Background: an optimization exercise with open tools, aiming at a short achievable clock period and few clock cycles per item. Do not read the settings as production practice.
In this exercise RTL edits were held to simulation tests only and were not proved equivalent to the original.
No driver is modelled on the clock port, so clocking that relies on it looks cheaper here than on a real chip.
Power is estimated from default activity; no workload was simulated.

## nickel
## mem_arbiter_n
module mem_arbiter_n #(
  parameter int NUM_CH  = 4,
  parameter int ADDR_W  = 32,
  parameter int LINE_W  = 256,
  parameter int BURST_W = 64
) (
  input  logic                       clk,
  input  logic                       reset_n,
  input  logic [NUM_CH-1:0]          ch_read_i,
  input  logic [NUM_CH-1:0]          ch_write_i,
  input  logic [NUM_CH*ADDR_W-1:0]   ch_addr_i,
  input  logic [NUM_CH*LINE_W-1:0]   ch_wline_i,
  output logic [LINE_W-1:0]          ch_rline_o,
  output logic [NUM_CH-1:0]          ch_resp_o,
  output logic                       stall_o,
  input  logic                       resp_i,
  input  logic [BURST_W-1:0]         burst_i,
  output logic [BURST_W-1:0]         burst_o,
  output logic [ADDR_W-1:0]          address_o,
  output logic                       read_o,
  output logic                       write_o
);
export LEC_CHECK = 0
export ABC_CLOCK_PERIOD_IN_PS = 2000
export CAP_MARGIN = 20
export CORE_AREA = 10 10 500 500
export DIE_AREA = 0 0 510 510
export SETUP_SLACK_MARGIN = 2.2
export SLEW_MARGIN = 20
create_clock -name core_clock -period 4.5 [get_ports {clk}]
standard.sh (not shown) runs the stock make flow with config.mk's settings and CLKGATE_MAP_FILE= SYNTH_SCRIPT=/design/flow/synth_recipe.tcl, a recipe that flattens the netlist after the stock synthesis.
==> flow/flow/run.sh <==
#!/bin/bash
# The standard layout (standard synthesis, floorplan, placement, CTS, routing), with
#  - the resizer allowed to swap a cell for any cell of the same function, not only
#    same-footprint ones;
#  - the port buffers made as buf_4 rather than the flow's default buffer;
#  - the delay cells (clkdlybuf4s*, dlygate*, dlymetal*) kept out of placement and routing
#    repairs, which otherwise pick them as fanout and port buffers;
#  - the request pins and stall_o (the one path from inputs straight to an output) kept
#    next to each other on the die edge (flow/pins.tcl, run before pin placement);
#  - a fanout cap for the resizer's repairs (flow/fanout.tcl, run before the first repair);
#  - a second, longer setup repair after clock tree synthesis (flow/post_cts.tcl), and
#    another after global routing (flow/post_grt.tcl).
# Synthesis runs first on its own, unchanged. ORFS writes each step's log under orfs/logs;
# make's own output goes to synth.log and layout.log.
set -e
bash standard.sh synth > synth.log 2>&1
DU=$(make -s -C "$FLOW_HOME" DESIGN_CONFIG=$PWD/config.mk WORK_HOME=$PWD/orfs print-DONT_USE_CELLS | sed -n 's/^DONT_USE_CELLS: //p')
DLY="sky130_fd_sc_hd__clkdlybuf4s15_1 sky130_fd_sc_hd__clkdlybuf4s15_2 sky130_fd_sc_hd__clkdlybuf4s18_1 sky130_fd_sc_hd__clkdlybuf4s18_2 sky130_fd_sc_hd__clkdlybuf4s25_1 sky130_fd_sc_hd__clkdlybuf4s25_2 sky130_fd_sc_hd__clkdlybuf4s50_1 sky130_fd_sc_hd__clkdlybuf4s50_2 sky130_fd_sc_hd__dlygate4sd1_1 sky130_fd_sc_hd__dlygate4sd2_1 sky130_fd_sc_hd__dlygate4sd3_1 sky130_fd_sc_hd__dlymetal6s2s_1 sky130_fd_sc_hd__dlymetal6s4s_1 sky130_fd_sc_hd__dlymetal6s6s_1"
echo "DONT_USE_CELLS=$DU $DLY" > dont_use.log
export PRE_IO_PLACEMENT_TCL=$PWD/flow/pins.tcl
export PRE_RESIZE_TCL=$PWD/flow/fanout.tcl
export POST_CTS_TCL=$PWD/flow/post_cts.tcl
export POST_GLOBAL_ROUTE_TCL=$PWD/flow/post_grt.tcl
bash standard.sh MATCH_CELL_FOOTPRINT=0 "BUFFER_PORTS_ARGS=-buffer_cell sky130_fd_sc_hd__buf_4" "DONT_USE_CELLS=$DU $DLY" finish > layout.log 2>&1
==> flow/flow/post_cts.tcl <==
# A second, longer setup repair after clock tree synthesis, then legalise again.
set_dont_use $::env(DONT_USE_CELLS)
estimate_parasitics -placement
repair_timing -setup -setup_margin 2.4 -repair_tns 100 -max_passes 10000 -verbose
detailed_placement
check_placement -verbose
==> flow/flow/post_grt.tcl <==
# A further setup repair with global-route parasitics, then re-route the changed nets and
# write the route guides again for the detailed router.
set_dont_use $::env(DONT_USE_CELLS)
estimate_parasitics -global_routing
global_route -start_incremental
repair_timing -setup -setup_margin 2.4 -repair_tns 100 -max_passes 10000 -verbose
detailed_placement
global_route -end_incremental -congestion_report_file $::env(REPORTS_DIR)/congestion_post_grt_hook.rpt
check_placement -verbose
estimate_parasitics -global_routing
write_guides $::env(RESULTS_DIR)/route.guide
Other scripts of this flow, unchanged in this note and not shown: flow/flow/fanout.tcl, flow/flow/pins.tcl
nickel finished every stage and its layout cleared the timing, design-rule and antenna checks.
Testbench counts of nickel, summed over its fixed seeds: cycles 7,152, items 1,536.
Edits applied to the flow inputs when going from nickel to juniper:
-- flow/flow/run.sh --
<<< nickel, line 8
#  - the request pins and stall_o (the one path from inputs straight to an output) kept
#    next to each other on the die edge (flow/pins.tcl, run before pin placement);
#  - a fanout cap for the resizer's repairs (flow/fanout.tcl, run before the first repair);
#  - a second, longer setup repair after clock tree synthesis (flow/post_cts.tcl), and
#    another after global routing (flow/post_grt.tcl).
# Synthesis runs first on its own, unchanged. ORFS writes each step's log under orfs/logs;
# make's own output goes to synth.log and layout.log.
>>> juniper, line 8
#  - the request pins and stall_o (the one path from inputs straight to an output) kept
#    next to each other on the die edge (flow/pins.tcl, run before pin placement);
#  - a fanout cap for the resizer's repairs (flow/fanout.tcl, run before the first repair).
# Synthesis runs first on its own, unchanged. ORFS writes each step's log under orfs/logs;
# make's own output goes to synth.log and layout.log.
<<< nickel, line 20
export PRE_IO_PLACEMENT_TCL=$PWD/flow/pins.tcl
export PRE_RESIZE_TCL=$PWD/flow/fanout.tcl
export POST_CTS_TCL=$PWD/flow/post_cts.tcl
export POST_GLOBAL_ROUTE_TCL=$PWD/flow/post_grt.tcl
bash standard.sh MATCH_CELL_FOOTPRINT=0 "BUFFER_PORTS_ARGS=-buffer_cell sky130_fd_sc_hd__buf_4" "DONT_USE_CELLS=$DU $DLY" finish > layout.log 2>&1
>>> juniper, line 18
export PRE_IO_PLACEMENT_TCL=$PWD/flow/pins.tcl
export PRE_RESIZE_TCL=$PWD/flow/fanout.tcl
bash standard.sh MATCH_CELL_FOOTPRINT=0 "BUFFER_PORTS_ARGS=-buffer_cell sky130_fd_sc_hd__buf_4" "DONT_USE_CELLS=$DU $DLY" finish > layout.log 2>&1
removed: flow/flow/post_cts.tcl
removed: flow/flow/post_grt.tcl
Results
Count of cells along the worst register-to-register path was higher in the run labelled juniper.
juniper vs. nickel: part of the total power dissipated in combinational logic went down by 3.7 points.
juniper: done, clean on timing, DRC and antenna
Looking only at global routing usage on met2, and setting everything else aside, the lower value of nickel and juniper goes to juniper.
In the final reports, the cell area of juniper is smaller than that of nickel.
The non-filler instance count after layout of juniper is lower than that of nickel.
> inputs changed (juniper -> maple)
- changing DIE_AREA from 0 0 510 510 to 0 0 460 460
- changing CORE_AREA from 10 10 500 500 to 10 10 450 450
[summary]
- Summary of the comparison: overall die height is lower in maple, relative to juniper.
- From maple to juniper, count of buffer and inverter cells on the critical path did not move at all.
- Lower global routing met1 resource utilization among maple and juniper: juniper
- Going from juniper to maple, the initial antenna violation count was found to have gone down by 39.
- From juniper to maple the numbers moved as follows: worst-case setup margin in the final layout shows a reduction of 8.7 ps; count of antenna diodes in the layout fell about 5%; total detailed-routing wirelength went down; number of clock buffers in the layout increased 3.4%.
- Relative contribution of sequential cells to total power delta (juniper -> maple): insignificant
- Of maple and juniper, the lower share of cells above drive strength 1 belongs to juniper.
- Share of the final layout cell area in sequential cells: maple vs juniper — no meaningful difference
Relative to maple, the following input files were edited for cedar:
- CTS_CLUSTER_SIZE newly set to 24
- DIE_AREA changed from 0 0 460 460 to 0 0 580 580
- CTS_CLUSTER_DIAMETER newly set to 120
- CORE_AREA changed from 10 10 450 450 to 10 10 570 570
Findings:
Higher met3 wire length goes to cedar over maple.
cedar completed; timing, DRC and antenna clean
Looking at endpoint of the worst setup timing path, the asm_q[153]$_DFFE_PP_ result is from maple; the asm_q[171]$_DFFE_PP_ one comes from cedar.
cedar: arrival time at the worst endpoint higher than maple
Between maple and cedar, the all-layer global routing usage is higher for maple.
Cell count after placement (cedar / maple): 1.2
Relative to maple, critical path depth decreased by 1 in cedar.
Summary of cedar over maple: utilization after layout went down, worst setup slack dropped 30 ps, fill cell instance count of the final layout climbed about 70%.
Compared to maple, cedar has first-pass GRT wire length 8.7% higher.
Ratio of final minimum period to clock period: cedar > maple
Looking at tap cell instance count, cedar sits above maple.
#### Input delta (indigo over cedar)
- clearing CTS_CLUSTER_DIAMETER, which used to be 120
- clearing CTS_CLUSTER_SIZE, which used to be 24
==> flow/flow/run.sh <==
#!/bin/bash
# The standard layout (standard synthesis, floorplan, placement, CTS, routing), with
#  - the resizer allowed to swap a cell for any cell of the same function, not only
#    same-footprint ones;
#  - the port buffers made as buf_4 rather than the flow's default buffer;
#  - the request pins and stall_o (the one path from inputs straight to an output) kept
#    next to each other on the die edge (flow/pins.tcl, run before pin placement);
#  - a fanout cap for the resizer's repairs (flow/fanout.tcl, run before the first repair).
# ORFS writes each step's log under orfs/logs; make's own output goes to standard.log.
export PRE_IO_PLACEMENT_TCL=$PWD/flow/pins.tcl
export PRE_RESIZE_TCL=$PWD/flow/fanout.tcl
bash standard.sh MATCH_CELL_FOOTPRINT=0 "BUFFER_PORTS_ARGS=-buffer_cell sky130_fd_sc_hd__buf_4" finish > standard.log 2>&1
--- outcome ---
- Re register share of the cell area: indigo is 0.99 points down on cedar.
- In indigo relative to cedar, fmax had gone down slightly.
- On post-layout utilization of the core, the lower figure sits with cedar, not indigo.
- Going from cedar to indigo, sequential cell area barely changed, post-layout total power moved up, number of logic stages on the critical path including buffering shows a reduction of 3.

port drivers added, routing unchanged:
The results above use ideal ports. As a check the final layouts listed here were re-extracted and re-timed, cells and wires unchanged.
Step 1 assumes that a clkbuf_16 drives the clock port and a buf_2 every other input.
Step 2, shift: input delay + t, output delay - t, t = (earliest + latest rising clock arrival at the registers) / 2. This alone moves slack from input paths to output paths.
a / b / c = ideal ports / drivers / drivers and shift; a / b = the first two.
| run | shift t [ns] | setup slack, ns | slew at the worst register clock pin (ns) |
|---|---|---|---|
| nickel | 0.808 | 2.193 / 2.140 / 1.513 | 0.08 / 0.08 |
| juniper | 0.808 | 2.110 / 2.110 / 1.414 | 0.08 / 0.08 |
| maple | 0.784 | 2.101 / 2.073 / 1.434 | 0.08 / 0.08 |
| cedar | 0.838 | 2.071 / 1.988 / 1.358 | 0.12 / 0.12 |
| indigo | 0.879 | 2.062 / 2.009 / 1.295 | 0.08 / 0.08 |
After both steps every run listed still meets setup and hold. For indigo, which loses most, drivers alone change the setup slack by -0.053 ns; drivers and shift together by -0.767 ns.
